Context: an optimization exercise on an open-source flow, tuned for small area. The choices shown serve that exercise and are no tape-out recipe. In this exercise RTL edits were held to simulation tests only and were not proved equivalent to the original. Power and IR drop assume default switching activity.

[flow/run.sh]
#!/bin/bash
# synth_recipe.tcl (not shown) runs the flow's synth.tcl, then flattens the netlist and writes it again
# the make line also repeats each setting of config.mk as NAME=value (left out here)
make -C /OpenROAD-flow-scripts/flow DESIGN_CONFIG=/design/flow/config.mk WORK_HOME=/design/flow/orfs CLKGATE_MAP_FILE= SYNTH_SCRIPT=/design/flow/synth_recipe.tcl finish
[flow/config.mk]
export PLATFORM = sky130hd
export DESIGN_NAME = map
export DESIGN_NICKNAME = map
export VERILOG_FILES = /design/flow/design.v
export SDC_FILE = /design/flow/constraint.sdc
export NUM_CORES = 4
export LEC_CHECK = 0
export CAP_MARGIN = 20
export CORE_MARGIN = 2
export CORE_UTILIZATION = 40
export SLEW_MARGIN = 20
[flow/constraint.sdc]
create_clock -name core_clock -period 100.0 [get_ports {clk}]
set_input_delay 20.0000 -clock core_clock [delete_from_list [all_inputs] [get_ports {clk}]]
set_output_delay 20.0000 -clock core_clock [all_outputs]
set_load 0.01 [all_outputs]
[flow/design.v]
`default_nettype none
package map_pkg;
    localparam int screen_width = 640;
    localparam int upper_bound  = 20;
    localparam int lower_bound  = 460;
    localparam int scroll_speed = 4;
    localparam int min_width  = 20;
    localparam int max_width  = 80;
    localparam int min_height = 20;
    localparam int max_height = 150;
    localparam int min_gap    = 80;
    localparam int max_gap    = 180;
    localparam int delete_margin = -100;
    localparam int offscreen_x = 700;
    localparam int offscreen_y = 500;
endpackage
`default_nettype wire
`timescale 1ns/100ps
`default_nettype none
module obstacle_generator (
    input  wire        clk,
    input  wire        rst_n,
    output logic [5:0] shape_wr,    
    output logic [8:0] shape_y,     
    output logic [8:0] shape_yd,    
    output logic [5:0] shape_gap    
);
    logic [31:0] lfsr;
    always_ff @(posedge clk or negedge rst_n) begin
        if (!rst_n) lfsr <= 32'h2;
        else        lfsr <= {1'b0, lfsr[31:1]} ^ (lfsr[0] ? 32'h8020_0003 : 32'h0);
    end
    logic [6:0] tw;    
    logic [5:0] wr;    
    logic [7:0] hr;    
    logic [7:0] tg;    
    logic [6:0] gr;    
    logic [8:0] vy;
    logic [9:0] s;     
    always_comb begin
        tw = {5'd0, lfsr[7:6]} + {3'd0, lfsr[7:6], 1'b0} + {1'b0, lfsr[5:0]};
        wr = (tw >= 7'd61) ? 6'(tw - 7'd61) : tw[5:0];
        hr = (lfsr[15:8] >= 8'd131) ? lfsr[15:8] - 8'd131 : lfsr[15:8];
        tg = {1'b0, lfsr[22:16]} + (lfsr[23] ? 8'd27 : 8'd0);
        gr = (tg >= 8'd101) ? 7'(tg - 8'd101) : tg[6:0];
        vy = lfsr[31:23];
        s  = {1'b0, vy} + {2'b0, hr};
        if (s >= 10'd421) shape_y = 9'(s - 10'd401);
        else              shape_y = vy + 9'd20;
        shape_yd = shape_y + 9'(hr) + 9'd20;
        shape_wr  = wr;
        shape_gap = 6'd20 + 6'((gr + 7'd3) >> 2);
    end
endmodule
`default_nettype wire
`timescale 1ns/100ps
`default_nettype none
module obstacle_field #(
    parameter int num_obstacles = 10,
    parameter int score_limit   = 9999
) (
    input  wire                         clk,
    input  wire                         rst_n,
    input  wire  [1:0]                  mode,
    input  wire  [5:0]                  shape_wr,
    input  wire  [8:0]                  shape_y,
    input  wire  [8:0]                  shape_yd,
    input  wire  [5:0]                  shape_gap,
    output logic [num_obstacles*38-1:0] boxes,
    output logic [13:0]                 score
);
    localparam int n = num_obstacles;
    logic       run_q, idle_q;         
    logic [5:0] wait_q;                
    logic [13:0] score_q;
    logic [n-1:0] act_q;
    logic [7:0] pn_q [n];              
    logic [5:0] wr_q [n];              
    logic [8:0] yn_q [n];
    logic [8:0] ydn_q[n];
    logic [n-1:0] spawn;
    logic [n-1:0] del;
    logic [n-1:0] act_d;
    logic [5:0]   wait_d;
    logic         free_seen;
    always_comb begin
        free_seen = 1'b0;
        for (int i = 0; i < n; i++) begin
            spawn[i]  = run_q && wait_q == 6'd0 && !act_q[i] && !free_seen;
            free_seen = free_seen | !act_q[i];
        end
    end
    genvar g;
    generate
        for (g = 0; g < n; g++) begin : slot
            logic       vis;
            logic [7:0] p;       
            logic [8:0] pr;      
            assign p   = ~pn_q[g];
            assign pr  = {p[7] & p[6], p} + 9'd5 + {5'd0, wr_q[g][5:2]};
            assign del[g] = run_q && act_q[g] && $signed(pr) <= -26;
            assign vis = act_q[g] && !(p[7] && (p[6] || p[5]));
            assign boxes[g*38 +: 38] = vis ?
                {p, 2'b00, pr[7:0], wr_q[g][1:0], ~yn_q[g], ~ydn_q[g]} :
                {10'd700, 10'd700, 9'd500, 9'd500};
            assign act_d[g] = idle_q ? 1'b0 : (spawn[g] | (act_q[g] & !del[g]));
            always_ff @(posedge clk) begin
                if (spawn[g]) begin
                    pn_q[g]  <= ~8'd160;
                    wr_q[g]  <= shape_wr;
                    yn_q[g]  <= ~shape_y;
                    ydn_q[g] <= ~shape_yd;
                end else if (run_q) begin
                    pn_q[g]  <= pn_q[g] + 8'd1;
                end
            end
        end
    endgenerate
    always_comb begin
        if (idle_q) begin
            score  = '0;
            wait_d = 6'd20;
        end else if (run_q) begin
            score  = (|del && score_q != 14'(score_limit)) ? score_q + 14'd1 : score_q;
            if (wait_q != 6'd0)  wait_d = wait_q - 6'd1;
            else if (|spawn)     wait_d = shape_gap;
            else                 wait_d = 6'd0;
        end else begin
            score  = score_q;
            wait_d = wait_q;
        end
    end
    always_ff @(posedge clk or negedge rst_n) begin
        if (!rst_n) begin
            run_q   <= 1'b0;
            idle_q  <= 1'b0;
            wait_q  <= 6'd20;
            score_q <= '0;
            act_q   <= '0;
        end else begin
            run_q   <= mode == 2'd1;
            idle_q  <= mode == 2'd0;
            wait_q  <= wait_d;
            score_q <= score;
            act_q   <= act_d;
        end
    end
endmodule
`default_nettype wire
`timescale 1ns/100ps
`default_nettype none
module map #(
    parameter int num_obstacles = 10,
    parameter int score_limit   = 9999
) (
    input  wire                         clk,
    input  wire                         rst_n,
    input  wire  [1:0]                  mode,
    output logic [num_obstacles*38-1:0] boxes,
    output logic [13:0]                 score
);
    logic [5:0] shape_wr;
    logic [8:0] shape_y;
    logic [8:0] shape_yd;
    logic [5:0] shape_gap;
    obstacle_generator u_generator (
        .clk       (clk),
        .rst_n     (rst_n),
        .shape_wr  (shape_wr),
        .shape_y   (shape_y),
        .shape_yd  (shape_yd),
        .shape_gap (shape_gap)
    );
    obstacle_field #(
        .num_obstacles (num_obstacles),
        .score_limit   (score_limit)
    ) u_field (
        .clk       (clk),
        .rst_n     (rst_n),
        .mode      (mode),
        .shape_wr  (shape_wr),
        .shape_y   (shape_y),
        .shape_yd  (shape_yd),
        .shape_gap (shape_gap),
        .boxes     (boxes),
        .score     (score)
    );
endmodule
`default_nettype wire
==> results of run 1 <==
-- worst min path at each step --
stage | startpoint | endpoint | slack, ns | cells past startpoint
floorplan | u_generator.lfsr[3] | u_generator.lfsr[2] | 0.36 | 0
global placement | u_generator.lfsr[3] | u_generator.lfsr[2] | 0.36 | 0
detailed placement | u_generator.lfsr[20] | u_generator.lfsr[19] | 0.37 | 0
CTS | u_generator.lfsr[20] | u_generator.lfsr[19] | 0.38 | 0
global route | u_generator.lfsr[3] | u_generator.lfsr[2] | 0.39 | 0
finish | u_generator.lfsr[3] | u_generator.lfsr[2] | 0.38 | 0
-- cell type report --
type / count / area [sq um] / share of cell area, %
Antenna cell: 3 / 7.51 / 0.0291
Clock buffer: 55 / 1190 / 4.62
Clock inverter: 26 / 190 / 0.736
Inverter: 160 / 601 / 2.32
Multi-Input combinational cell: 1313 / 8680 / 33.6
Sequential cell: 384 / 10400 / 40.3
Tap cell: 664 / 831 / 3.22
Timing Repair Buffer: 394 / 3920 / 15.2
-- layer usage --
| metal | part of all wire [%] | vias to the layer above | GRT usage [%] |
|---|---|---|---|
| met2 | 46 | 479 | 37.4 |
| met3 | 6.4 | 95 | 4.41 |
| met1 | 44 | 7539 | 31.1 |
| met4 | 3.2 | 0 | 8.31 |
| met5 | 0 | - | 0 |
| li1 | - | 7222 | - |
-- stage by stage --
step	setup WS [ns]	area, sq um	total power [uW]	hold WS, ns
6_report	75.30	25800	479	0.381
3_3_place_gp	75.96	24400	320	0.363
5_1_grt	75.03	25800	507	0.395
2_1_floorplan	76.80	20000	296	0.357
4_1_cts	75.26	25800	481	0.377
3_5_place_dp	75.86	24400	324	0.369
-- cells by family (layout without fill, tap and decap cells) --
| kind of cell | Yosys count | after routing | synth area share (%) |
|---|---|---|---|
| other | 1 | 23 | 0.0188 |
| muxes | 20 | 20 | 1.14 |
| DFF | 384 | 384 | 52.2 |
| buffers and inverters | 246 | 635 | 5.07 |
| adders and majority gates | 148 | 148 | 9.84 |
| AOI/OAI and AO/OA | 232 | 232 | 7.99 |
| and+or+nand+nor | 734 | 734 | 16.8 |
| xor gates and xnor gates | 159 | 159 | 7.01 |
-- state kept, by name, indices dropped and copies added, names as in the netlist --
signal,flops
u_field.ydn_q,90
u_field.yn_q,90
u_field.pn_q,80
u_field.wr_q,60
u_generator.lfsr,32
u_field.score_q,14
u_field.act_q,10
u_field.wait_q,6
u_field.idle_q,1
u_field.run_q,1
-- critical path: cells and delay by family, from the launching register on --
kind,cells,cell delay [ns]
compound gates,4,1.35
simple gates,3,0.66
fa+ha+maj,2,0.62
buf+inv,2,0.54
flops,1,0.37
mux,1,0.34
xor+xnor,1,0.23
-- Yosys cell counts, drive strengths merged (10+ instances only) --
master	number
a21oi	59
ha	133
and2	37
and3	12
fa	15
nor2	191
clkbuf	60
dfxtp	80
dfrtp	61
o311ai	15
buf	26
nor3	14
a21o	30
a211oi	13
inv	160
nand3	16
nand2	341
nand4	29
xor2	83
o211ai	13
o21a	21
or2	12
nor2b	17
mux2	16
or3	10
o21ai	42
xnor2	76
edfxtp	240
nand2b	21
-- placed cells by master, fill, tap and decap left out, drive strengths merged, types with 21 or more instances in the layout --
master,count
edfxtp,240
dfxtp,80
nand4,29
clkinv,22
o21a,21
nor2,191
dfrtp,61
xnor2,76
xor2,83
nand2,341
clkbuf,55
a21oi,59
and2,37
a21o,30
inv,158
ha,133
nand2b,21
o21ai,42
clkdlybuf4s50,376
-- report_power, final --
group          internal, uW  total, uW  switching [uW]
Combinational          54.9        121            66.2
Sequential              181        202            21.1
Clock                  90.0        156            65.7
==> reports/metrics.yaml, run 1 <==
synth-edff-count: 240
fin_nets: 2450
drv_slew: 0
drive_gt1_share_pct: 6.35
endpoint_kind: "output pin"
async_flop_share_pct: 16.7
port_buffers: 377
postCtsHoldBufs: 0
min_period_over_period_pct: 24.7
gp_congestion: 0.867
area_delta_synth_final_pct: 29.4
fin_util_pct: 52.7
cts_made_buffers: 45
clock-skew-final_ns: 0.0257
cap_viol_max_count: 0
cp_cell_sequence: "ha_1, inv_1, ha_1, a21o_1, a21oi_1, xor2_1, o311ai_0, a211oi_1, nor4_2, nand2_2, and4b_1, mux2_1, clkdlybuf4s50_1"
dp_hpwl_um: 44900
grt_pass1_vias: 15100
first_pass_iters: 6
wl_per_cell_um: 20.3
fillCellCount: 4475
grt_max_degree: 65
cts-root-buf: "clkbuf_16"
crit_top_cell: "ha_1"
timing.rr.end: "u_field.ydn_q[2][8]"
yosys_warnings: 6
crit_slowest_cell: "a211oi_1"
tns_ns: 0
synth.cell_area_sq_um: 20000
grtUsageTotal_pct: 23.1
rows: 81
reg2reg_depth: 28
cp_max_fo: 11
cp.required_ns: 80.00
status: "complete, no violations"
cp-start-kind: "flop"
core_sq_um: 49100
grt_pass1_wl_um: 89100
ir_worst_vdd_mv: 0.00978
cts_resized: 0
dp.cells: 2913
synth_area_leaders: "edfxtp_1, ha_1, dfxtp_1"
pin_count: 398
dieArea_sq_um: 51700
drc_errors: 0
hold_class: "flop to flop"
max_freq_mhz: 40.5
regToRegSetupSlack_ns: 93.05
hold_viol_final: 0
antenna_found_initial: 2
cpPeakStageDelay_ns: 0.79
cp.arrival_ns: 4.70
timing.rr.start: "u_generator.lfsr[8]"
p_leak_uw: 0.0108
power_density_nw_per_um2: 18.5
critical_path_class: "flop to output pin"
dr.first_iter.drc_count: 1088
clkLatencyLatePin_ns: 0.58
routed_wl_um: 60800
rsz0062_at_grt: "no"
drtAntennaViolNets: 0
start_util_pct: 40.7
syn-instance-count: 1924
final.min_clock_period_ns: 24.70
avgSynthCellArea_sq_um: 10.4
cts_tree: "built"
vias: 15300
crit_start: "u_field.pn_q[7][2]"
postCtsSetupBuffers: 0
clk_pin_slew_ns: 0.06
cts_buffer_depth: 3
setup_violations: 0
synth_top_area_share_pct: 36.1
tightest_slew_ns: 1.08
ys_seq_area_share_pct: 52.2
stdcell_count: 2999
overflow: 0
vias_per_cell: 5.11
die_x_um: 227
synth-main-ff-cell: "edfxtp_1"
cts_sinks: 384
die_h_um: 227
slew_headroom_pct: 27.6
h-tree-depth: 2
synth_area_leader_cell: "edfxtp_1"
synth-seq-cells: 384
synth.distinct_cells: 88
crit_end: "score[5]"
==> inputs of run 2 (changes only) <==
--- a/flow/design.v
+++ b/flow/design.v
@@ -31,25 +31,52 @@
         else        lfsr <= {1'b0, lfsr[31:1]} ^ (lfsr[0] ? 32'h8020_0003 : 32'h0);
     end
-    logic [6:0] tw;    
-    logic [5:0] wr;    
-    logic [7:0] hr;    
-    logic [7:0] tg;    
-    logic [6:0] gr;    
-    logic [8:0] vy;
-    logic [9:0] s;     
-    always_comb begin
-        tw = {5'd0, lfsr[7:6]} + {3'd0, lfsr[7:6], 1'b0} + {1'b0, lfsr[5:0]};
-        wr = (tw >= 7'd61) ? 6'(tw - 7'd61) : tw[5:0];
-        hr = (lfsr[15:8] >= 8'd131) ? lfsr[15:8] - 8'd131 : lfsr[15:8];
-        tg = {1'b0, lfsr[22:16]} + (lfsr[23] ? 8'd27 : 8'd0);
-        gr = (tg >= 8'd101) ? 7'(tg - 8'd101) : tg[6:0];
-        vy = lfsr[31:23];
-        s  = {1'b0, vy} + {2'b0, hr};
-        if (s >= 10'd421) shape_y = 9'(s - 10'd401);
-        else              shape_y = vy + 9'd20;
-        shape_yd = shape_y + 9'(hr) + 9'd20;
-        shape_wr  = wr;
-        shape_gap = 6'd20 + 6'((gr + 7'd3) >> 2);
-    end
+    logic [5:0] wb;
+    logic [1:0] wa;
+    logic       wwrap;
+    logic [2:0] wn;      
+    logic [3:0] w3n;     
+    assign wb = lfsr[5:0];
+    assign wa = lfsr[7:6];
+    always_comb begin
+        case (wa)
+            2'd0: wwrap = wb >= 6'd61;
+            2'd1: wwrap = wb >= 6'd58;
+            2'd2: wwrap = wb >= 6'd55;
+            default: wwrap = wb >= 6'd52;
+        endcase
+        wn = {1'b0, wa} + {2'b0, wwrap};
+        w3n = {1'b0, wn} + {wn, 1'b0};
+    end
+    map_rca #(6) u_w (.a(wb), .b({2'b0, w3n}), .ci(1'b0), .s(shape_wr), .co());
+    logic [7:0] vh;
+    logic       hge;
+    logic [7:0] h;
+    assign vh  = lfsr[15:8];
+    assign hge = vh[7] && vh[6:0] >= 7'd3;
+    map_rca #(8) u_h (.a(vh), .b(hge ? 8'd145 : 8'd20), .ci(1'b0), .s(h), .co());
+    logic [9:0] s;       
+    logic       wrap;
+    logic [8:0] ym;
+    map_rca #(9) u_s (.a(lfsr[31:23]), .b({1'b0, h}), .ci(1'b0), .s(s[8:0]), .co(s[9]));
+    assign wrap = s >= 10'd441;
+    assign ym   = wrap ? s[8:0] : lfsr[31:23];
+    map_rca #(9) u_y  (.a(ym), .b(wrap ? 9'd91 : 9'd20), .ci(1'b0), .s(shape_y), .co());
+    map_rca #(9) u_yd (.a(shape_y), .b({1'b0, h}), .ci(1'b0), .s(shape_yd), .co());
+    logic [6:0] vg;
+    logic       gge;
+    logic [7:0] gc;
+    logic [7:0] ge;
+    assign vg  = lfsr[22:16];
+    assign gge = lfsr[23] ? vg >= 7'd74 : vg >= 7'd101;
+    always_comb begin
+        case ({lfsr[23], gge})
+            2'b00:   gc = 8'd83;
+            2'b01:   gc = 8'd238;
+            2'b10:   gc = 8'd110;
+            default: gc = 8'd9;
+        endcase
+    end
+    map_rca #(8) u_ge (.a({1'b0, vg}), .b(gc), .ci(1'b0), .s(ge), .co());
+    assign shape_gap = ge[7:2];
 endmodule
 `default_nettype wire
@@ -96,7 +123,11 @@
             logic       vis;
             logic [7:0] p;       
+            logic [7:0] pn_inc;
+            logic [4:0] k;       
             logic [8:0] pr;      
-            assign p   = ~pn_q[g];
-            assign pr  = {p[7] & p[6], p} + 9'd5 + {5'd0, wr_q[g][5:2]};
+            assign p = ~pn_q[g];
+            assign k = {1'b0, wr_q[g][5:2]} + 5'd5;
+            map_rca #(9) u_pr (.a({p[7] & p[6], p}), .b({4'd0, k}), .ci(1'b0), .s(pr), .co());
+            map_rca #(8) u_pn (.a(pn_q[g]), .b(8'd0), .ci(run_q), .s(pn_inc), .co());
             assign del[g] = run_q && act_q[g] && $signed(pr) <= -26;
             assign vis = act_q[g] && !(p[7] && (p[6] || p[5]));
@@ -107,11 +138,9 @@
             always_ff @(posedge clk) begin
                 if (spawn[g]) begin
-                    pn_q[g]  <= ~8'd160;
                     wr_q[g]  <= shape_wr;
                     yn_q[g]  <= ~shape_y;
                     ydn_q[g] <= ~shape_yd;
-                end else if (run_q) begin
-                    pn_q[g]  <= pn_q[g] + 8'd1;
                 end
+                pn_q[g] <= spawn[g] ? ~8'd160 : pn_inc;
             end
         end
@@ -145,4 +174,26 @@
             act_q   <= act_d;
         end
+    end
+endmodule
+`default_nettype wire
+`timescale 1ns/100ps
+`default_nettype none
+module map_rca #(
+    parameter int W = 8
+) (
+    input  wire  [W-1:0] a,
+    input  wire  [W-1:0] b,
+    input  wire          ci,
+    output logic [W-1:0] s,
+    output logic         co
+);
+    logic [W:0] c;
+    always_comb begin
+        c[0] = ci;
+        for (int i = 0; i < W; i++) begin
+            s[i]   = a[i] ^ b[i] ^ c[i];
+            c[i+1] = (a[i] & b[i]) | (a[i] & c[i]) | (b[i] & c[i]);
+        end
+        co = c[W];
     end
 endmodule
==> flow/flow/run.sh (new file) <==
#!/bin/bash
# Standard ORFS layout (the standard.sh, unchanged synthesis) with
# changes that only affect area:
#  - port buffers use the smallest buffer (buf_1) instead of the default
#    delay-buffer cell; every input and output port still gets a buffer;
#  - CTS builds the tree from clkbuf_8 cells, without dummy loads;
#  - after global routing, cells on paths with positive slack are downsized
#    (ORFS's RECOVER_POWER step).
set -euo pipefail
export BUFFER_PORTS_ARGS="-buffer_cell sky130_fd_sc_hd__buf_1"
export CTS_ARGS="-sink_clustering_enable -repair_clock_nets -sink_clustering_size 16 -sink_clustering_max_diameter 60 -buf_list sky130_fd_sc_hd__clkbuf_8 -dont_use_dummy_load"
export RECOVER_POWER=100
bash ./standard.sh finish > orfs_flow.log 2>&1 || { tail -50 orfs_flow.log; exit 1; }
tail -5 orfs_flow.log
==> flow/standard.sh (new file) <==
#!/bin/bash
# synth_recipe.tcl (not shown) runs the flow's synth.tcl, then flattens the netlist and writes it again
# the make line also repeats each setting of config.mk as NAME=value (left out here)
make -C /OpenROAD-flow-scripts/flow DESIGN_CONFIG=/design/flow/config.mk WORK_HOME=/design/flow/orfs CLKGATE_MAP_FILE= SYNTH_SCRIPT=/design/flow/synth_recipe.tcl "${@:-finish}"
removed: flow/run.sh
==> run 2 against run 1 <==
Effect of this change: now fails the layout checks on capacitance limit, slew limit; critical endpoint is now score[11]; die area down 5.7%; global-route usage down 0.88 points; synthesized cell count down 15%; cell count down 13%; flip-flop and latch count unchanged; hold slack better by 0.022 ns.
==> reports/metrics.yaml, run 2 <==
power_density_nw_per_um2: 16.6
grt_use_met3_pct: 5.22
met1_usage_pct: 28.4
grt_max_degree: 65
clk_pin_slew_ns: 0.10
area_delta_synth_final_pct: 13.4
synth_area_leaders: "edfxtp_1, ha_1, dfxtp_1"
whs_path_depth: 0
routed_wl_um: 54700
tns_ns: 0
fin_nets: 2226
synthMostInstantiatedCell: "edfxtp_1"
mostFrequentLayoutCells: "buf_1, edfxtp_1, nand2_1, ha_1, inv_1"
synthTopCellsByCount: "edfxtp_1, nand2_1, ha_1"
synth-main-ff-cell: "edfxtp_1"
h-tree-depth: 2
crit_family: "adder cells"
ys_seq_area_share_pct: 55.4
min_period_over_period_pct: 25.4
endpoint_kind: "output pin"
clock-skew-final_ns: 0.0815
grtUsageTotal_pct: 22.3
crit_cells: 16
cts_buffer_depth: 3
final_common_cell: "buf_1"
top_usage_layer: "met2"
cp.required_ns: 80.00
synth-seq-cells: 384
cts_sinks: 384
synth.distinct_cells: 61
max_freq_mhz: 39.4
cts-root-buf: "clkbuf_8"
crit_buf_inv: 3
status: "failed layout checks"
cp-start-kind: "flop"
die_x_um: 221
dr.first_iter.drc_count: 882
cap_viol_max_count: 11
vias: 13500
place_area_sq_um: 20900
synth.cell_area_sq_um: 18800
setup_violations: 0
yosys_warnings: 13
synth-edff-count: 240
seq_area_sq_um: 10400
grt_pass1_wl_um: 79700
drc_errors: 0
cp.arrival_ns: 5.40
grt_pass1_vias: 13200
pin_count: 398
rsz0062_at_grt: "no"
dp_hpwl_um: 40200
postCtsHoldBufs: 0
antenna_found_initial: 3
cp_max_fo: 28
gp_congestion: 0.878
cts_resized: 0
p_leak_uw: 0.00837
cp_cell_sequence: "ha_1, fa_1, inv_1, fa_1, fa_1, fa_1, inv_1, ha_1, ha_1, ha_1, nand3_1, o2111ai_1, and4_1, a31oi_1, o211ai_1, buf_1"
final_cell_area_sq_um: 21300
dieArea_sq_um: 48800
first_pass_iters: 5
so_faults: "capacitance limit, slew limit"
avgSynthCellArea_sq_um: 11.5
syn-instance-count: 1630
rows: 79
slew_headroom_pct: -155
start_util_pct: 40.5
fillCellCount: 4430
core_sq_um: 46500
cpPeakStageDelay_ns: 0.98
reg2reg_depth: 27
ir_worst_vdd_mv: 0.0113
drv_slew: 330
drive_gt1_share_pct: 4.72
clkLatencyLatePin_ns: 0.63
drtAntennaViolNets: 0
holdWs_ns: 0.403
vias_per_cell: 5.14
cts_tree: "built"
multi_input_area_sq_um: 7600
die_h_um: 221
p_total_uw: 354
cts_made_buffers: 37
synth_top_area_share_pct: 38.3
hold_class: "flop to flop"
async_flop_share_pct: 16.7
hold_viol_final: 0
tightest_slew_ns: 3.82
final.min_clock_period_ns: 25.40
port_buffers: 377
wl_per_cell_um: 20.9
postCtsSetupBuffers: 0
crit_slowest_cell: "and4_1"
critical_path_class: "flop to output pin"
overflow: 0
use_met2_pct: 37.5
synth_area_leader_cell: "edfxtp_1"
reg_top3: "u_field.ydn_q: 90 flops, u_field.yn_q: 90 flops, u_field.pn_q: 80 flops"
-- run 2: cell count changes after synthesis, moves of 24 or more --
cell and delta:
a21oi_1 -25, nand2_1 -104, nor2_1 -59, a21o_1 -28, nand2b_1 +36, or2_2 +24, xnor2_1 -57, a31oi_1 +26
fa_1 +49, xor2_1 -51
-- run 2: report_power, final --
| group | leakage [uW] | internal (uW) | switching, uW | total, uW |
|---|---|---|---|---|
| sequential | 0.00395 | 180 | 14.2 | 194 |
| clock | 0.000266 | 33.1 | 52.2 | 85.3 |
| combinational | 0.00415 | 37.7 | 37.3 | 75.0 |
-- run 2: kinds of logic after synthesis --
kind of cell / Yosys count / synth area share, %
xor+xnor: 51 / 2.45
flops: 384 / 55.4
compound gates: 156 / 5.19
simple gates: 616 / 15.7
fa+ha+maj: 207 / 16.3
other cells: 1 / 0.0199
mux: 5 / 0.280
buf+inv: 210 / 4.63
-- run 2: area by class of cell --
class                   instances  area share, %
diodes                          1         0.0117
clock buffers                  37           2.39
inverters                     139           2.45
multi-input cells            1055           35.6
flip-flops and latches        384           48.9
well taps                     607           3.56
repair buffers                398           7.08
-- run 2: final timing paths --
kind                                        end            startpoint  slack (ns)
min in group asynchronous         u_field.run_q                 rst_n       20.84
hold reg to reg             u_generator.lfsr[2]   u_generator.lfsr[3]        0.40
hold / removal              u_generator.lfsr[2]   u_generator.lfsr[3]        0.40
setup / recovery                      score[11]    u_field.wr_q[3][2]       74.60
setup reg to reg            u_field.ydn_q[7][8]  u_generator.lfsr[10]       90.89
max in group asynchronous  u_generator.lfsr[26]                 rst_n       76.98
-- run 2: layer usage --
layer  vias to the layer above  wire length, um  part of all wire, %
met5                         -                0                    0
met4                         0             1590                  2.9
met3                        83             4210                  7.7
met2                       515            26500                   49
met1                      6634            22300                   41
li1                       6234                -                    -
-- run 2: through the flow --
| step | setup slack (ns) | util [%] | std cells |
|---|---|---|---|
| final | 74.60 | 45.9 | 2621 |
| after CTS | 74.52 | 46.1 | 2619 |
| after global placement | 75.32 | 45.0 | 2581 |
| after detailed placement | 75.22 | 45.0 | 2582 |
| after floorplan | 75.96 | - | 1649 |
| after global routing | 74.21 | 45.9 | 2620 |
==> inputs of run 3 (changes only) <==
==> flow/flow/run.sh (replaced) <==
#!/bin/bash
# Standard ORFS layout (the standard.sh, unchanged synthesis) with
# changes that only affect area:
#  - port buffers use the smallest buffer (buf_1) instead of the default
#    delay-buffer cell; every input and output port still gets a buffer;
#  - CTS builds the tree from clkbuf_8 cells, without dummy loads;
set -euo pipefail
export BUFFER_PORTS_ARGS="-buffer_cell sky130_fd_sc_hd__buf_1"
export CTS_ARGS="-sink_clustering_enable -repair_clock_nets -sink_clustering_size 16 -sink_clustering_max_diameter 60 -buf_list sky130_fd_sc_hd__clkbuf_8 -dont_use_dummy_load"
bash ./standard.sh finish > orfs_flow.log 2>&1 || { tail -50 orfs_flow.log; exit 1; }
tail -5 orfs_flow.log
==> run 3 against run 2 <==
Effect of this change: the run now finishes clean; via count down 0.30%; non-clock buffer count unchanged; flip-flop and latch count unchanged; die area unchanged; utilization up 0.33 points; cell count unchanged.
==> reports/metrics.yaml, run 3 <==
grt_pass1_wl_um: 79700
final_common_cell: "buf_1"
final.min_clock_period_ns: 25.41
min_period_over_period_pct: 25.4
hold_class: "flop to flop"
antenna_found_initial: 3
pin_count: 398
dieArea_sq_um: 48800
dr.max_layer_used: "met4"
stdcell_count: 2621
status: "complete, no violations"
synthTopCellsByCount: "edfxtp_1, nand2_1, ha_1"
cts_buffer_depth: 3
synth-seq-cells: 384
finalWorstSetupSlack_ns: 74.59
core_sq_um: 46500
fin_util_pct: 46.2
cts-root-buf: "clkbuf_8"
drc_errors: 0
wl_met2_um: 26500
place_ws_ns: 75.22
dr.first_iter.drc_count: 877
tns_ns: 0
dp_hpwl_um: 40200
postCtsSetupBuffers: 0
overflow: 0
ir_worst_vdd_mv: 0.0113
async_flop_share_pct: 16.7
wl_per_cell_um: 20.8
wl_met3_um: 4120
clock-skew-final_ns: 0.0793
muxShareOfSynthArea_pct: 0.280
ys_seq_area_share_pct: 55.4
rsz0062_at_grt: "no"
synth.distinct_cells: 61
cp_max_fo: 28
gp_congestion: 0.878
cpPeakStageDelay_ns: 0.97
clkLatencyLatePin_ns: 0.62
slew_headroom_pct: 28.8
cp.required_ns: 80.00
hold_viol_final: 0
routed_wl_um: 54600
dp.cells: 2582
synth-main-ff-cell: "edfxtp_1"
crit_buf_inv: 3
crit_slowest_cell: "and4_1"
p_leak_uw: 0.00847
h-tree-depth: 2
first_pass_iters: 5
grtUsageTotal_pct: 22.3
synth_xor_area_share_pct: 2.45
max_freq_mhz: 39.4
postCtsHoldBufs: 0
cp.arrival_ns: 5.41
crit_family: "adder cells"
mostFrequentLayoutCells: "buf_1, edfxtp_1, nand2_1, ha_1, inv_1"
synth.cell_area_sq_um: 18800
fin_nets: 2226
drive_gt1_share_pct: 6.16
drtAntennaViolNets: 0
die_x_um: 221
drv_slew: 0
synth_compound_area_share_pct: 5.19
setup_violations: 0
vias: 13400
synthAdderAreaFrac_pct: 16.3
critical_path_class: "flop to output pin"
cts_tree: "built"
rows: 79
avgSynthCellArea_sq_um: 11.5
vias_per_cell: 5.12
wl_met1_um: 22400
reg_top3: "u_field.ydn_q: 90 flops, u_field.yn_q: 90 flops, u_field.pn_q: 80 flops"
synth_area_leaders: "edfxtp_1, ha_1, dfxtp_1"
synth-simple-area-share_pct: 15.7
cap_viol_max_count: 0
endpoint_kind: "output pin"
port_buffers: 377
synth_area_leader_cell: "edfxtp_1"
cts_made_buffers: 37
synth-edff-count: 240
start_util_pct: 40.5
cp_cell_sequence: "ha_1, fa_1, inv_1, fa_1, fa_1, fa_1, inv_1, ha_1, ha_1, ha_1, nand3_1, o2111ai_1, and4_1, a31oi_1, o211ai_1, buf_1"
cts_sinks: 384
grt_max_degree: 65
tightest_slew_ns: 1.06
clk_pin_slew_ns: 0.10
die_h_um: 221
syn-instance-count: 1630
cp-start-kind: "flop"
yosys_warnings: 13
synth_top_area_share_pct: 38.3
synth_top_family_by_area: "adder cells"
synthMostInstantiatedCell: "edfxtp_1"
cts_resized: 0
power_density_nw_per_um2: 16.5
area_delta_synth_final_pct: 14.2
grt_pass1_vias: 13200
-- run 3: cell counts after synthesis --
Identical to the previous run, type by type.
-- run 3: layout make-up --
type	count	area [sq um]
multi-input combinational	1055	7650
inverter	139	522
timing repair buffer	398	1600
antenna	1	2.50
clock buffer	37	509
sequential	384	10400
tap	607	759
fill	4408	25000
-- run 3: cells by family after synthesis --
logic type               after synthesis
adder cells (fa/ha/maj)              207
XOR/XNOR                              51
buffers and inverters                210
multiplexers                           5
AND/OR/NAND/NOR                      616
flip-flops                           384
AO/OA/AOI/OAI                        156
other                                  1
-- run 3: routing by layer --
layer  up-vias  global-route usage (%)
li1       6244                       -
met1      6621                    28.4
met2       475                    37.5
met3        86                    5.22
met4         0                    7.02
met5         -                       0
-- run 3: power by group --
part	leakage [uW]	switching, uW	total [uW]	internal, uW
sequential	0.00395	14.2	194	180
combinational	0.00425	37.3	75.2	37.8
clock	0.000266	52.0	85.1	33.1
-- run 3: path summary, 6_finish.rpt --
kind                       slack (ns)  cells past startpoint            startpoint                   end
max in group asynchronous       79.75                      2                 rst_n  u_generator.lfsr[26]
hold / removal                   0.40                      0   u_generator.lfsr[3]   u_generator.lfsr[2]
min in group asynchronous       19.62                      2                 rst_n         u_field.run_q
hold reg to reg                  0.40                      0   u_generator.lfsr[3]   u_generator.lfsr[2]
setup reg to reg                91.50                     27  u_generator.lfsr[10]   u_field.ydn_q[4][8]
setup / recovery                74.59                     16    u_field.wr_q[3][2]              score[5]
-- run 3: metrics by stage --
stage | instance area, sq um | total power (uW) | hold slack (ns)
floorplan | 18900 | 249 | 0.368
global placement | 20900 | 269 | 0.383
detailed placement | 20900 | 272 | 0.389
CTS | 21400 | 357 | 0.411
global route | 21500 | 376 | 0.423
finish | 21500 | 354 | 0.402
==> inputs of run 4 (changes only) <==
==> flow/flow/run.sh (replaced) <==
#!/bin/bash
# Standard ORFS layout (the standard.sh and its synthesis script) with
# changes that only affect area:
#  - synthesis maps the logic with an area-oriented ABC script
#    (flow/abc_area.script) in place of ORFS's speed script; everything else
#    in synthesis, the registers included, is the standard one;
#  - port buffers use the smallest buffer (buf_1) instead of the default
#    delay-buffer cell; every input and output port still gets a buffer;
#  - CTS builds the tree from clkbuf_8 cells, without dummy loads.
# Each step's full output goes to a log file in this folder.
set -euo pipefail
here=$(pwd)
rm -rf "$here/scripts_area"
cp -r "$FLOW_HOME/scripts" "$here/scripts_area"
cp "$here/flow/abc_area.script" "$here/scripts_area/abc_speed.script"
export BUFFER_PORTS_ARGS="-buffer_cell sky130_fd_sc_hd__buf_1"
export CTS_ARGS="-sink_clustering_enable -repair_clock_nets -sink_clustering_size 16 -sink_clustering_max_diameter 60 -buf_list sky130_fd_sc_hd__clkbuf_8 -dont_use_dummy_load"
bash ./standard.sh synth SCRIPTS_DIR="$here/scripts_area" > synth.log 2>&1 || { tail -50 synth.log; exit 1; }
bash ./standard.sh finish > layout.log 2>&1 || { tail -50 layout.log; exit 1; }
tail -5 layout.log
==> flow/flow/abc_area.script (new file) <==
strash
ifraig
scorr
dc2
strash
&get -n
&dch -f
&nf -R 1000
&put
strash
dc2
&get -n
&dch -f
&nf -R 1000
&put
topo
==> run 4 against run 3 <==
Effect of this change: critical endpoint is now score[13]; largest cell class unchanged; combinational power fell by 4.4%; synthesized area fell by 3.9%; clock power up 2%; still clean on timing, DRC and antenna.
==> reports/metrics.yaml, run 4 <==
mostFrequentLayoutCells: "buf_1, edfxtp_1, nand2_1, ha_1, nor2_1"
critical_path_class: "flop to output pin"
ys_seq_area_share_pct: 57.7
holdWs_ns: 0.383
crit_family: "simple AND/OR/NAND/NOR gates"
area_delta_synth_final_pct: 16.0
cp-start-kind: "flop"
rows: 77
overflow: 0
cts_made_buffers: 39
cp_max_fo: 5
cts-root-buf: "clkbuf_8"
grt_pass1_vias: 12600
final_common_cell: "buf_1"
first_pass_iters: 5
clock-skew-final_ns: 0.0521
grt_max_degree: 65
synth.cell_area_sq_um: 18100
grt_pass1_wl_um: 77400
die_x_um: 216
swShare_pct: 29.0
hold_class: "flop to flop"
synth_area_leader_cell: "edfxtp_1"
crit_slowest_cell: "nor4b_1"
synth_area_leaders: "edfxtp_1, ha_1, dfxtp_1"
status: "complete, no violations"
dp_hpwl_um: 37400
min_period_over_period_pct: 26.8
postCtsSetupBuffers: 0
timing.rr.start: "u_generator.lfsr[10]"
cp.arrival_ns: 6.81
cts_buffer_depth: 3
hold_viol_final: 0
fin_nets: 2154
tns_ns: 0
drtAntennaViolNets: 0
dieArea_sq_um: 46900
dr.first_iter.drc_count: 808
min-delay-start: "u_generator.lfsr[16]"
diodes: 0
gp_congestion: 0.859
port_buffers: 377
finalWorstSetupSlack_ns: 73.19
grtUsageTotal_pct: 22.3
synth-main-ff-cell: "edfxtp_1"
h-tree-depth: 2
vias: 12700
drv_slew: 0
postCtsHoldBufs: 0
fillCellCount: 4170
setup_violations: 0
routed_wl_um: 52400
reg_top3: "u_field.ydn_q: 90 flops, u_field.yn_q: 90 flops, u_field.pn_q: 80 flops"
tightest_slew_ns: 1.03
yosys_warnings: 13
place_ws_ns: 73.85
cts_tree: "built"
async_flop_share_pct: 16.7
synth-seq-cells: 384
slew_headroom_pct: 31.3
vias_per_cell: 5.03
ir_worst_vdd_mv: 0.0116
final.min_clock_period_ns: 26.81
avgSynthCellArea_sq_um: 12.0
crit_top_cell: "and3_1"
synthMostInstantiatedCell: "edfxtp_1"
crit_start: "u_field.wr_q[5][2]"
synth.distinct_cells: 47
sequentialPowerShare_pct: 55.1
p_leak_uw: 0.00798
core_sq_um: 44400
clkLatencyLatePin_ns: 0.62
drc_errors: 0
cap_viol_max_count: 0
cpPeakStageDelay_ns: 0.67
cts_sinks: 384
pwr-share-clk_pct: 24.5
syn-instance-count: 1504
p_comb_share_pct: 20.4
die_h_um: 216
wl_per_cell_um: 20.7
fin_util_pct: 47.2
drive_gt1_share_pct: 4.33
endpoint_kind: "output pin"
pin_count: 398
intPower_uw: 251
crit_buf_inv: 3
synth-edff-count: 240
clk_pin_slew_ns: 0.09
start_util_pct: 40.7
antenna_found_initial: 3
synthTopCellsByCount: "edfxtp_1, nand2_1, ha_1, nor2_1, clkinv_1"
max_freq_mhz: 37.3
cts_resized: 0
p_switching_uw: 103
rsz0062_at_grt: "no"
cp.required_ns: 80.00
power_density_nw_per_um2: 16.9
synth_top_area_share_pct: 39.9
run 4: cell types whose count changed after synthesis, moves of 18 or more:
| cell | delta |
|---|---|
| inv_1 | -139 |
| or2_0 | +52 |
| clkbuf_1 | -46 |
| a31oi_1 | -26 |
| and2_0 | +37 |
| clkinv_1 | +125 |
| and2_1 | -20 |
| or2_2 | -36 |
| nand2b_1 | -32 |
| or3_1 | +18 |
run 4: power groups by stage:
| stage | Combinational, uW | Sequential (uW) | Clock (uW) |
|---|---|---|---|
| after floorplan | 54.5 | 194 | 0 |
| after detailed placement | 71.9 | 198 | 0 |
| after global placement | 68.0 | 198 | 0 |
| after CTS | 72.6 | 195 | 90.2 |
| final | 71.9 | 195 | 86.7 |
| after global routing | 84.9 | 197 | 96.1 |
run 4: path summary, 6_finish.rpt:
kind	end	slack [ns]	depth (start not counted)
setup / recovery	score[13]	73.19	25
hold / removal	u_generator.lfsr[15]	0.38	0
setup reg to reg	u_field.ydn_q[5][8]	89.03	32
hold reg to reg	u_generator.lfsr[15]	0.38	0
max in group asynchronous	u_field.run_q	79.75	1
min in group asynchronous	u_field.act_q[0]	19.57	1
run 4: area by class of cell:
class	instances	area [sq um]	share of cell area (%)
tap	592	741	3.53
timing repair buffer	399	1600	7.61
inverter	125	469	2.24
sequential	384	10400	49.7
multi-input combinational	994	7200	34.4
clock buffer	39	537	2.56
run 4: logic make-up after synthesis:
| logic type | after synthesis | share of synthesized area [%] |
|---|---|---|
| AOI/OAI and AO/OA | 97 | 3.17 |
| xor gates and xnor gates | 55 | 2.67 |
| adders and majority gates | 207 | 17.0 |
| buffers and inverters | 145 | 3.43 |
| DFF | 384 | 57.7 |
| muxes | 5 | 0.291 |
| other | 1 | 0.0208 |
| and+or+nand+nor | 610 | 15.8 |
run 4: routing by layer:
| layer | wire length, um | track usage, % | vias up |
|---|---|---|---|
| met1 | 22800 | 30.1 | 6276 |
| met3 | 3460 | 4.95 | 95 |
| met2 | 24300 | 35.2 | 439 |
| li1 | - | - | 5926 |
| met4 | 1940 | 8.49 | 0 |
| met5 | 0 | 0 | - |
run 4: metrics by stage:
step | std cells | instance area, sq um | power, uW
4_1_cts | 2531 | 20900 | 358
3_3_place_gp | 2492 | 20400 | 266
3_5_place_dp | 2492 | 20400 | 270
2_1_floorplan | 1523 | 18100 | 248
6_report | 2533 | 21000 | 353
5_1_grt | 2533 | 21000 | 378
==> inputs of run 5 (changes only) <==
--- a/flow/design.v
+++ b/flow/design.v
@@ -162,16 +162,16 @@
     always_ff @(posedge clk or negedge rst_n) begin
         if (!rst_n) begin
-            run_q   <= 1'b0;
-            idle_q  <= 1'b0;
-            wait_q  <= 6'd20;
-            score_q <= '0;
-            act_q   <= '0;
+            run_q  <= 1'b0;
+            idle_q <= 1'b1;
+            act_q  <= '0;
         end else begin
-            run_q   <= mode == 2'd1;
-            idle_q  <= mode == 2'd0;
-            wait_q  <= wait_d;
-            score_q <= score;
-            act_q   <= act_d;
-        end
+            run_q  <= mode == 2'd1;
+            idle_q <= mode == 2'd0;
+            act_q  <= act_d;
+        end
+    end
+    always_ff @(posedge clk) begin
+        wait_q  <= wait_d;
+        score_q <= score;
     end
 endmodule
==> run 5 against run 4 <==
Effect of this change: utilization decreased by 0.21 points; hold slack got worse by 0.0056 ns; critical path depth increased by 1; clock power decreased by 5.2%.
==> reports/metrics.yaml, run 5 <==
h-tree-depth: 2
cts_tree: "built"
async_flop_share_pct: 11.5
dp_hpwl_um: 38100
min_period_over_period_pct: 26.6
dieArea_sq_um: 46600
start_util_pct: 40.6
ys_seq_area_share_pct: 57.4
die_x_um: 216
synth_xor_area_share_pct: 2.58
cap_viol_max_count: 0
clock-skew-final_ns: 0.0643
mostFrequentLayoutCells: "buf_1, edfxtp_1, nand2_1, nor2_1, ha_1"
synth_area_leaders: "edfxtp_1, dfxtp_1, ha_1"
synthTopCellsByCount: "edfxtp_1, nand2_1, nor2_1"
hold_viol_final: 0
hold_class: "flop to flop"
cts_resized: 0
slew_headroom_pct: 22.2
cts-root-buf: "clkbuf_8"
status: "complete, no violations"
crit_buf_inv: 3
tightest_slew_ns: 1.17
crit_slowest_cell: "fa_1"
clk_pin_slew_ns: 0.10
max_freq_mhz: 37.6
port_buffers: 377
final.min_clock_period_ns: 26.57
gp_congestion: 0.862
p_leak_uw: 0.00800
endpoint_kind: "output pin"
core_sq_um: 44300
rows: 77
avgSynthCellArea_sq_um: 11.9
reg_top3: "u_field.ydn_q: 90 flops, u_field.yn_q: 90 flops, u_field.pn_q: 80 flops"
power_density_nw_per_um2: 16.6
cp_max_fo: 5
synthMostInstantiatedCell: "edfxtp_1"
grt_pass1_wl_um: 76100
first_pass_iters: 5
synth-seq-cells: 384
vias_per_cell: 5.00
crit_family: "simple AND/OR/NAND/NOR gates"
drc_errors: 0
vias: 12700
drtAntennaViolNets: 0
dp.cells: 2502
drv_slew: 0
synth.cell_area_sq_um: 18000
cp.arrival_ns: 6.57
die_h_um: 216
yosys_warnings: 13
final_common_cell: "buf_1"
cts_made_buffers: 35
setup_violations: 0
rsz0062_at_grt: "no"
synth_area_leader_cell: "edfxtp_1"
synth-edff-count: 240
postCtsSetupBuffers: 0
antenna_found_initial: 4
cp-start-kind: "flop"
cts_buffer_depth: 3
tns_ns: 0
wl_per_cell_um: 20.8
critical_path_class: "flop to output pin"
synth.distinct_cells: 42
cp.required_ns: 80.00
cpPeakStageDelay_ns: 0.45
drive_gt1_share_pct: 4.11
pin_count: 398
synth_top_family_by_area: "adder cells"
synth_compound_area_share_pct: 3.10
muxShareOfSynthArea_pct: 0.292
clkLatencyLatePin_ns: 0.63
routed_wl_um: 52800
stdcell_count: 2538
grt_pass1_vias: 12400
fin_nets: 2158
ir_worst_vdd_mv: 0.0136
synth_top_area_share_pct: 40.1
grt_max_degree: 45
p_total_uw: 346
postCtsHoldBufs: 0
synth-simple-area-share_pct: 16.0
synth-main-ff-cell: "edfxtp_1"
synthAdderAreaFrac_pct: 17.1
cts_sinks: 384
overflow: 0
area_delta_synth_final_pct: 15.8
dr.first_iter.drc_count: 876
syn-instance-count: 1513
grtUsageTotal_pct: 22.1
## run 5: cell types whose count changed after synthesis, moves of 3 or more
cell / before / now
a21oi_1: 32 / 41
xor2_1: 40 / 36
dfrtp_1: 61 / 42
clkinv_1: 125 / 128
nand3_1: 8 / 12
nor2_1: 143 / 149
dfxtp_1: 80 / 100
nand2_1: 232 / 227
## run 5: cell families after synthesis
| logic type | Yosys count |
|---|---|
| compound gates | 99 |
| buf+inv | 148 |
| mux | 5 |
| xor+xnor | 53 |
| other cells | 1 |
| simple gates | 615 |
| fa+ha+maj | 208 |
| flops | 384 |
## run 5: power by group
part           switching [uW]  internal [uW]
registers                13.4            179
logic                    36.2           34.8
clock network            50.8           31.4
total                     100            245
## run 5: stage by stage
step	utilization, %	area (sq um)	setup slack, ns	hold WS [ns]
after floorplan	-	18000	74.88	0.361
after global placement	45.9	20300	74.21	0.366
after detailed placement	45.9	20300	74.12	0.371
after CTS	46.9	20800	73.43	0.377
after global routing	47.0	20800	72.99	0.396
final	47.0	20800	73.43	0.378
## run 5: final cells by class
| type | count | area (sq um) |
|---|---|---|
| antenna | 1 | 2.50 |
| fill | 4143 | 23500 |
| clock buffer | 35 | 482 |
| timing repair buffer | 398 | 1570 |
| tap | 592 | 741 |
| multi-input combinational | 1000 | 7230 |
| sequential | 384 | 10300 |
| inverter | 128 | 480 |
## run 5: final timing paths
| check | start | end | slack, ns | depth (start not counted) |
|---|---|---|---|---|
| max | u_field.wr_q[7][2] | score[13] | 73.43 | 26 |
| min | u_generator.lfsr[7] | u_generator.lfsr[6] | 0.38 | 0 |
| max reg2reg | u_generator.lfsr[10] | u_field.ydn_q[3][8] | 90.72 | 30 |
| min reg2reg | u_generator.lfsr[7] | u_generator.lfsr[6] | 0.38 | 0 |
| max in group asynchronous | rst_n | u_field.run_q | 79.99 | 2 |
| min in group asynchronous | rst_n | u_generator.lfsr[8] | 19.49 | 2 |
## run 5: routing by layer
metal / routed length (um) / global-route usage, % / vias up
li1: - / - / 5943
met1: 22900 / 29.8 / 6225
met2: 24800 / 36.2 / 446
met3: 3390 / 4.36 / 85
met4: 1660 / 7.03 / 2
met5: 11 / 0 / -
==> inputs of run 6 (changes only) <==
--- a/flow/design.v
+++ b/flow/design.v
@@ -98,4 +98,5 @@
 );
     localparam int n = num_obstacles;
+    localparam logic [13:0] limit = 14'(score_limit);
     logic       run_q, idle_q;         
     logic [5:0] wait_q;                
@@ -151,8 +152,6 @@
             wait_d = 6'd20;
         end else if (run_q) begin
-            score  = (|del && score_q != 14'(score_limit)) ? score_q + 14'd1 : score_q;
-            if (wait_q != 6'd0)  wait_d = wait_q - 6'd1;
-            else if (|spawn)     wait_d = shape_gap;
-            else                 wait_d = 6'd0;
+            score  = (|del && !(&(score_q | ~limit))) ? score_q + 14'd1 : score_q;
+            wait_d = (wait_q != 6'd0) ? wait_q - 6'd1 : shape_gap;
         end else begin
             score  = score_q;
--- a/flow/flow/run.sh
+++ b/flow/flow/run.sh
@@ -7,5 +7,5 @@
 #  - port buffers use the smallest buffer (buf_1) instead of the default
 #    delay-buffer cell; every input and output port still gets a buffer;
-#  - CTS builds the tree from clkbuf_8 cells, without dummy loads.
+#  - CTS builds the tree from clkbuf_4 cells in small clusters, without dummy loads.
 # Each step's full output goes to a log file in this folder.
 set -euo pipefail
@@ -15,5 +15,5 @@
 cp "$here/flow/abc_area.script" "$here/scripts_area/abc_speed.script"
 export BUFFER_PORTS_ARGS="-buffer_cell sky130_fd_sc_hd__buf_1"
-export CTS_ARGS="-sink_clustering_enable -repair_clock_nets -sink_clustering_size 16 -sink_clustering_max_diameter 60 -buf_list sky130_fd_sc_hd__clkbuf_8 -dont_use_dummy_load"
+export CTS_ARGS="-sink_clustering_enable -repair_clock_nets -sink_clustering_size 10 -sink_clustering_max_diameter 40 -buf_list sky130_fd_sc_hd__clkbuf_4 -dont_use_dummy_load"
 bash ./standard.sh synth SCRIPTS_DIR="$here/scripts_area" > synth.log 2>&1 || { tail -50 synth.log; exit 1; }
 bash ./standard.sh finish > layout.log 2>&1 || { tail -50 layout.log; exit 1; }
==> run 6 against run 5 <==
Effect of this change: die area hardly changed; hold slack better by 0.015 ns; power is 2.7% lower; clock-buffer cell count is 24 higher; routed wire length is 0.68% higher; register-to-register slack worse by 0.97 ns; clock skew is 0.027 ns higher; global-route usage is 0.33 points higher; still clean; critical path depth is 1 higher; non-clock buffer count is 1 higher; final area is 0.19% lower; critical path type unchanged; synthesized cell count is 0.59% higher.
==> reports/metrics.yaml, run 6 <==
die_h_um: 216
endpoint_kind: "output pin"
dr.first_iter.drc_count: 864
min-delay-start: "u_generator.lfsr[3]"
dp_hpwl_um: 38800
cts_made_buffers: 59
rsz0062_at_grt: "no"
cap_viol_max_count: 0
drv_slew: 0
gp_congestion: 0.876
reg_top3: "u_field.ydn_q: 90 flops, u_field.yn_q: 90 flops, u_field.pn_q: 80 flops"
timing.rr.start: "u_generator.lfsr[11]"
postCtsSetupBuffers: 0
syn-instance-count: 1522
clock-skew-final_ns: 0.0918
ys_seq_area_share_pct: 57.4
cts_sinks: 384
tns_ns: 0
cp.arrival_ns: 6.79
fin_util_pct: 46.9
cpPeakStageDelay_ns: 0.53
cts_buffer_depth: 3
setup_violations: 0
synthTopCellsByCount: "edfxtp_1, nand2_1, nor2_1"
hold_class: "flop to flop"
vias: 12900
power_density_nw_per_um2: 16.2
clk_pin_slew_ns: 0.08
synth_top_area_share_pct: 40.1
overflow: 0
regToRegSetupSlack_ns: 89.75
reg2reg_depth: 32
grt_max_degree: 45
fillCellCount: 4205
pin_count: 398
avgSynthCellArea_sq_um: 11.8
final.min_clock_period_ns: 26.79
cts_resized: 0
hold_viol_final: 0
synth_area_leaders: "edfxtp_1, dfxtp_1, ha_1"
cts-root-buf: "clkbuf_4"
synth-main-ff-cell: "edfxtp_1"
die_x_um: 216
rows: 77
drtAntennaViolNets: 0
multi_input_area_sq_um: 7190
status: "complete, no violations"
seq_area_sq_um: 10300
dieArea_sq_um: 46700
synthMostInstantiatedCell: "edfxtp_1"
tightest_slew_ns: 1.08
min_period_over_period_pct: 26.8
max_freq_mhz: 37.3
grt_pass1_wl_um: 77600
synth.distinct_cells: 43
core_sq_um: 44300
synth.cell_area_sq_um: 18000
port_buffers: 377
antenna_found_initial: 9
crit_slowest_cell: "or3_1"
fin_nets: 2193
postCtsHoldBufs: 0
timing.rr.end: "u_field.ydn_q[5][7]"
drive_gt1_share_pct: 5.05
wl_per_cell_um: 20.6
yosys_warnings: 13
mostFrequentLayoutCells: "buf_1, edfxtp_1, nand2_1, nor2_1, ha_1"
area_delta_synth_final_pct: 15.6
synth_area_leader_cell: "edfxtp_1"
vias_per_cell: 5.01
grt_pass1_vias: 12900
synth-seq-cells: 384
hold-path-endpoint: "u_generator.lfsr[2]"
whs_path_depth: 0
drc_errors: 0
grtUsageTotal_pct: 22.5
synth-edff-count: 240
first_pass_iters: 5
clkLatencyLatePin_ns: 0.85
cp-start-kind: "flop"
slew_headroom_pct: 27.8
critical_path_class: "flop to output pin"
cts_tree: "built"
h-tree-depth: 2
ir_worst_vdd_mv: 0.00899
p_leak_uw: 0.00797
cp.required_ns: 80.00
routed_wl_um: 53100
final_common_cell: "buf_1"
start_util_pct: 40.6
async_flop_share_pct: 11.5
cp_max_fo: 4
## run 6: changes by cell type after synthesis, sizes merged, moves of 2 or more
cell / previous run / this run
nand2b: 23 / 33
nor3: 25 / 18
a31oi: 4 / 6
nand4: 19 / 17
mux2: 2 / 0
a21oi: 41 / 38
or2: 53 / 43
nand3: 12 / 10
or4: 2 / 0
o31ai: 2 / 0
nand2: 227 / 239
nor2: 149 / 162
nor2b: 11 / 9
## run 6: worst max-delay path: cells and delay by family (launching register included)
family	cells	cell delay [ns]
flip-flops	1	0.43
buffers and inverters	3	0.32
AO/OA/AOI/OAI	3	0.47
AND/OR/NAND/NOR	13	2.45
adder cells (fa/ha/maj)	8	2.28
## run 6: cells by family after synthesis
kind of cell             share of synthesized area [%]
AND/OR/NAND/NOR                                   16.1
flip-flops                                        57.4
adder cells (fa/ha/maj)                           17.1
buffers and inverters                             3.51
AO/OA/AOI/OAI                                     3.14
XOR/XNOR                                          2.58
multiplexers                                     0.111
other                                           0.0209
## run 6: worst max-delay path by stage
stage,endpoint,start,slack (ns),cells past startpoint
2_1_floorplan,score[13],u_field.wr_q[0][2],74.80,26
3_3_place_gp,score[13],u_field.wr_q[0][2],74.20,27
3_5_place_dp,score[13],u_field.wr_q[0][2],74.06,27
4_1_cts,score[13],u_field.wr_q[0][2],73.09,27
5_1_grt,score[13],u_field.wr_q[0][2],72.60,27
6_report,score[13],u_field.wr_q[0][2],73.21,27
## run 6: cell type report
| type | count | area share [%] |
|---|---|---|
| clock buffers | 59 | 2.13 |
| repair buffers | 399 | 7.65 |
| well taps | 592 | 3.56 |
| inverters | 128 | 2.31 |
| flip-flops and latches | 384 | 49.6 |
| diodes | 10 | 0.120 |
| multi-input cells | 1009 | 34.6 |
## run 6: stage by stage
stage	setup slack, ns	power (uW)	hold WS (ns)	cells	instance area [sq um]
4_1_cts	73.09	341	0.393	2569	20700
5_1_grt	72.60	359	0.414	2574	20800
6_report	73.21	336	0.392	2581	20800
3_5_place_dp	74.06	262	0.374	2510	20300
2_1_floorplan	74.80	242	0.361	1541	18000
3_3_place_gp	74.20	258	0.367	2510	20300
## run 6: per-layer routing
metal / up-vias / part of all wire [%] / global-route usage [%]
li1: 6023 / - / -
met1: 6298 / 42 / 28.9
met2: 492 / 48 / 37.1
met3: 127 / 6.4 / 4.19
met4: 0 / 4.3 / 9.86
met5: - / 0 / 0
## run 6: power by group
group	switching, uW	internal (uW)	leakage, uW
clock network	51.3	26.7	0.000272
registers	13.5	179	0.00386
logic	33.4	32.4	0.00383
==> inputs of run 7 (changes only) <==
--- a/flow/flow/run.sh
+++ b/flow/flow/run.sh
@@ -7,5 +7,6 @@
 #  - port buffers use the smallest buffer (buf_1) instead of the default
 #    delay-buffer cell; every input and output port still gets a buffer;
-#  - CTS builds the tree from clkbuf_4 cells in small clusters, without dummy loads.
+#  - CTS builds the tree from clkbuf_4 cells in small clusters, without dummy loads;
+#  - the constant-0 outputs share one tie cell instead of one tie cell each.
 # Each step's full output goes to a log file in this folder.
 set -euo pipefail
@@ -15,4 +16,5 @@
 cp "$here/flow/abc_area.script" "$here/scripts_area/abc_speed.script"
 export BUFFER_PORTS_ARGS="-buffer_cell sky130_fd_sc_hd__buf_1"
+export SKIP_REPAIR_TIE_FANOUT=1
 export CTS_ARGS="-sink_clustering_enable -repair_clock_nets -sink_clustering_size 10 -sink_clustering_max_diameter 40 -buf_list sky130_fd_sc_hd__clkbuf_4 -dont_use_dummy_load"
 bash ./standard.sh synth SCRIPTS_DIR="$here/scripts_area" > synth.log 2>&1 || { tail -50 synth.log; exit 1; }
==> run 7 against run 6 <==
Effect of this change: die area is the same; sequential share of layout area grew 0.24 points; global-route usage shrank 0.10 points; cell count shrank 1.1%; sequential power is essentially flat; first-iteration DRC count shrank 8.4%; power is essentially flat; still clean; synthesized cell count is the same; setup slack gained 0.024 ns; flip-flop and latch count is the same.
==> reports/metrics.yaml, run 7 <==
final.min_clock_period_ns: 26.77
start_util_pct: 40.6
place_area_sq_um: 20200
postCtsHoldBufs: 0
routed_wl_um: 53100
rsz0062_at_grt: "no"
grtUsageTotal_pct: 22.4
cts_buffer_depth: 3
cts_tree: "built"
p_leak_uw: 0.00790
vias: 13000
crit_buf_inv: 3
dieArea_sq_um: 46700
reg_top3: "u_field.ydn_q: 90 flops, u_field.yn_q: 90 flops, u_field.pn_q: 80 flops"
status: "complete, no violations"
grt_use_met3_pct: 3.52
p_total_uw: 336
grt_pass1_wl_um: 77100
timing.rr.end: "u_field.ydn_q[2][7]"
die_x_um: 216
overflow: 0
synth_area_leader_cell: "edfxtp_1"
finalWorstSetupSlack_ns: 73.23
tightest_slew_ns: 1.13
pin_count: 398
final_common_cell: "buf_1"
synth.distinct_cells: 43
fin_nets: 2171
synth-edff-count: 240
cts_sinks: 384
grt_max_degree: 45
crit_cells: 27
cp.arrival_ns: 6.77
reg2reg_depth: 32
power_density_nw_per_um2: 16.3
synth-main-ff-cell: "edfxtp_1"
place_ws_ns: 74.07
first_pass_iters: 5
dr.first_iter.drc_count: 791
core_sq_um: 44300
postCtsSetupBuffers: 0
cts_resized: 0
crit_family: "simple AND/OR/NAND/NOR gates"
whs_path_depth: 0
setup_violations: 0
cp.required_ns: 80.00
met1_usage_pct: 29.0
port_buffers: 377
area_delta_synth_final_pct: 15.0
rows: 77
slew_headroom_pct: 24.5
synthTopCellsByCount: "edfxtp_1, nand2_1, nor2_1"
mostFrequentLayoutCells: "buf_1, edfxtp_1, nand2_1, nor2_1, ha_1"
endpoint_kind: "output pin"
fillCellCount: 4218
synth.cell_area_sq_um: 18000
max_freq_mhz: 37.4
use_met2_pct: 37.6
synth-seq-cells: 384
top_usage_layer: "met2"
vias_per_cell: 5.08
grt_pass1_vias: 12800
cap_viol_max_count: 0
cpPeakStageDelay_ns: 0.52
tns_ns: 0
timing.rr.start: "u_generator.lfsr[11]"
h-tree-depth: 2
crit_end: "score[13]"
antenna_found_initial: 8
ys_seq_area_share_pct: 57.4
regToRegSetupSlack_ns: 89.67
yosys_warnings: 13
drc_errors: 0
multi_input_area_sq_um: 7130
final_cell_area_sq_um: 20700
synth_top_area_share_pct: 40.1
cts_made_buffers: 59
drtAntennaViolNets: 0
async_flop_share_pct: 11.5
cts-root-buf: "clkbuf_4"
avgSynthCellArea_sq_um: 11.8
syn-instance-count: 1522
hold_class: "flop to flop"
dp_hpwl_um: 38300
crit_start: "u_field.wr_q[0][2]"
die_h_um: 216
clkLatencyLatePin_ns: 0.83
critical_path_class: "flop to output pin"
cp-start-kind: "flop"
clk_pin_slew_ns: 0.11
synthMostInstantiatedCell: "edfxtp_1"
min_period_over_period_pct: 26.8
wl_per_cell_um: 20.8
crit_slowest_cell: "or3_1"
synth_area_leaders: "edfxtp_1, dfxtp_1, ha_1"
seq_area_sq_um: 10300
drv_slew: 0
ir_worst_vdd_mv: 0.0119
cp_max_fo: 4
clock-skew-final_ns: 0.0885
drive_gt1_share_pct: 5.06
hold_viol_final: 0
gp_congestion: 0.856
==> run 7: cell types whose count changed in the layout (fill, tap and decap cells not counted), sizes merged <==
cell    change
conb       -19
inv         +1
buf         -3
diode       -6
clkinv      -1
==> run 7: worst min-delay path by stage <==
stage / from / slack (ns) / to
floorplan: u_generator.lfsr[3] / 0.36 / u_generator.lfsr[2]
global placement: u_generator.lfsr[3] / 0.37 / u_generator.lfsr[2]
detailed placement: u_generator.lfsr[3] / 0.37 / u_generator.lfsr[2]
CTS: u_generator.lfsr[3] / 0.38 / u_generator.lfsr[2]
global route: u_generator.lfsr[7] / 0.41 / u_generator.lfsr[6]
finish: u_generator.lfsr[3] / 0.38 / u_generator.lfsr[2]
==> run 7: kinds of logic (layout without fill, tap and decap cells) <==
logic type,Yosys count,after routing,share of synthesized area [%]
flops,384,384,57.4
compound gates,99,99,3.14
mux,2,2,0.111
other cells,1,5,0.0209
simple gates,627,627,16.1
buf+inv,148,583,3.51
fa+ha+maj,208,208,17.1
xor+xnor,53,53,2.58
==> run 7: layout make-up <==
| class | instances | share of cell area, % |
|---|---|---|
| Clock buffer | 59 | 2.14 |
| Tap cell | 592 | 3.58 |
| Antenna cell | 4 | 0.0484 |
| Inverter | 128 | 2.32 |
| Multi-Input combinational cell | 990 | 34.5 |
| Sequential cell | 384 | 49.9 |
| Timing Repair Buffer | 396 | 7.54 |
==> run 7: metrics by stage <==
stage,hold WS [ns],utilization (%),instances
5_1_grt,0.405,46.6,2550
6_report,0.381,46.7,2553
2_1_floorplan,0.361,-,1522
4_1_cts,0.383,46.6,2549
3_5_place_dp,0.367,45.6,2490
3_3_place_gp,0.367,45.6,2490
==> run 7: report_power, final <==
part / total (uW) / internal (uW) / switching [uW]
Clock: 79.5 / 26.7 / 52.7
Sequential: 192 / 179 / 13.0
Combinational: 64.9 / 32.1 / 32.7
==> run 7: metal layers <==
layer / part of all wire, % / up-vias
met1: 41 / 6366
met4: 3.5 / 0
li1: - / 5996
met2: 48 / 496
met3: 7.0 / 106
met5: 0 / -
==> inputs of run 8 (changes only) <==
==> flow/run.sh (new file) <==
#!/bin/bash
# synth_recipe.tcl (not shown) runs the flow's synth.tcl, then flattens the netlist and writes it again
# the make line also repeats each setting of config.mk as NAME=value (left out here)
make -C /OpenROAD-flow-scripts/flow DESIGN_CONFIG=/design/flow/config.mk WORK_HOME=/design/flow/orfs CLKGATE_MAP_FILE= SYNTH_SCRIPT=/design/flow/synth_recipe.tcl finish
removed: flow/flow/run.sh
removed: flow/flow/abc_area.script
removed: flow/standard.sh
==> run 8 against run 7 <==
Effect of this change: sequential share of layout area shrank 7.9 points; cell count grew 2.6%; non-clock buffer count down 7; highest routed layer is now met5; critical endpoint is now score[9]; clock skew is 0.073 ns lower; flip-flop and latch count stayed put; critical path depth fell by 11; still clean on timing, DRC and antenna; synthesized area rose by 3.1%; largest power group unchanged; combinational power up 9.4%; via count grew 0.38%; global-route usage increased by 1.1 points.
==> reports/metrics.yaml, run 8 <==
postCtsSetupBuffers: 0
yosys_warnings: 13
overflow: 0
endpoint_kind: "output pin"
clock-skew-final_ns: 0.0156
p_leak_uw: 0.0100
fin_nets: 2194
first_pass_iters: 5
cpPeakStageDelay_ns: 0.52
drive_gt1_share_pct: 7.98
avgSynthCellArea_sq_um: 11.7
synthMostInstantiatedCell: "edfxtp_1"
cts-root-buf: "clkbuf_16"
place_ws_ns: 74.79
cp_cell_sequence: "ha_1, fa_1, inv_1, fa_1, fa_1, fa_1, inv_1, ha_1, ha_1, ha_1, nand3_1, o2111ai_1, nand4_1, o2111ai_1, mux2_2, clkdlybuf4s50_1"
drc_errors: 0
grtUsageTotal_pct: 23.4
min_period_over_period_pct: 25.7
ir_worst_vdd_mv: 0.0131
core_sq_um: 45600
reg2reg_depth: 27
cts_sinks: 384
place_area_sq_um: 23000
crit_start: "u_field.wr_q[6][2]"
hold_viol_final: 0
grt_pass1_wl_um: 82200
crit_buf_inv: 3
finalWorstSetupSlack_ns: 74.31
start_util_pct: 40.7
die_x_um: 219
tightest_slew_ns: 1.20
die_h_um: 219
p_comb_share_pct: 16.2
syn-instance-count: 1588
intPower_uw: 321
synth.distinct_cells: 57
pwr-share-clk_pct: 39.4
mostFrequentLayoutCells: "clkdlybuf4s50_1, edfxtp_1, nand2_1, ha_1, nor2_1"
reg_top3: "u_field.ydn_q: 90 flops, u_field.yn_q: 90 flops, u_field.pn_q: 80 flops"
final.min_clock_period_ns: 25.69
cp-start-kind: "flop"
dp_hpwl_um: 40400
cp_max_fo: 10
regToRegSetupSlack_ns: 90.71
crit_family: "adder cells"
tns_ns: 0
rows: 78
antenna_found_initial: 9
multi_input_area_sq_um: 7550
status: "complete, no violations"
vias_per_cell: 4.97
port_buffers: 377
grt_pass1_vias: 13100
seq_area_sq_um: 10300
setup_violations: 0
fin_util_pct: 53.9
cp.required_ns: 80.00
dieArea_sq_um: 48100
area_delta_synth_final_pct: 32.5
timing.rr.end: "u_field.ydn_q[4][8]"
crit_slowest_cell: "o2111ai_1"
final_common_cell: "clkdlybuf4s50_1"
pin_count: 398
vias: 13000
wl_per_cell_um: 21.6
synth_top_area_share_pct: 38.9
postCtsHoldBufs: 0
cts_made_buffers: 45
rsz0062_at_grt: "no"
grt_max_degree: 45
synth_area_leaders: "edfxtp_1, dfxtp_1, ha_1"
## run 8: worst register-to-register path: cells and delay by family, from the launching register on
family | cells | cell delay [ns]
XOR/XNOR | 1 | 0.76
buffers and inverters | 4 | 0.26
AO/OA/AOI/OAI | 2 | 0.89
AND/OR/NAND/NOR | 3 | 0.57
adder cells (fa/ha/maj) | 16 | 5.70
flip-flops | 1 | 0.41
multiplexers | 1 | 0.38
## run 8: logic make-up after synthesis
group	share of synthesized area, %
AND/OR/NAND/NOR	15.7
flip-flops	55.6
adder cells (fa/ha/maj)	16.7
buffers and inverters	4.38
AO/OA/AOI/OAI	3.83
XOR/XNOR	2.44
multiplexers	1.30
other	0.0202
## run 8: layout make-up
cell class	instances	share of cell area (%)
Multi-Input combinational cell	1027	30.8
Antenna cell	1	0.0102
Timing Repair Buffer	389	15.7
Inverter	135	2.06
Clock inverter	25	1.07
Clock buffer	58	5.30
Tap cell	600	3.06
Sequential cell	384	42.0
## run 8: how the worst min path moves through the flow
stage	from	to	slack [ns]	cells past startpoint
floorplan	u_generator.lfsr[3]	u_generator.lfsr[2]	0.35	0
detailed placement	u_generator.lfsr[3]	u_generator.lfsr[2]	0.37	0
finish	u_generator.lfsr[3]	u_generator.lfsr[2]	0.38	0
global placement	u_generator.lfsr[3]	u_generator.lfsr[2]	0.36	0
global route	u_generator.lfsr[3]	u_generator.lfsr[2]	0.40	0
CTS	u_generator.lfsr[7]	u_generator.lfsr[6]	0.38	0
## run 8: stage by stage
stage          power (uW)  hold WS, ns
6_report              437        0.377
5_1_grt               461        0.402
4_1_cts               441        0.377
3_5_place_dp          268        0.366
3_3_place_gp          265        0.357
2_1_floorplan         246        0.354
## run 8: power groups by stage
stage               Combinational, uW  Clock [uW]  Sequential (uW)
floorplan                        54.4           0              191
global placement                 67.8           0              197
detailed placement               70.3           0              197
CTS                              71.2         176              194
global route                     83.3         182              196
finish                           71.0         172              194
## run 8: metal layers
layer | wire length [um] | part of all wire (%) | vias to the layer above | global-route usage, %
met2 | 27100 | 48 | 461 | 39.1
met4 | 1690 | 3.0 | 2 | 7.36
met5 | 13 | 0.023 | - | 0
met3 | 4050 | 7.2 | 94 | 5.65
met1 | 23600 | 42 | 6360 | 30.1
li1 | - | - | 6096 | -

Re-timed with assumed drivers on the ports (clkbuf_16 on the clock, buf_2 on other inputs), run 8 has 74.255 ns of setup slack against 74.305 ns with ideal ports, and 74.877 ns once port delays also move by the mid clock arrival of 0.622 ns.
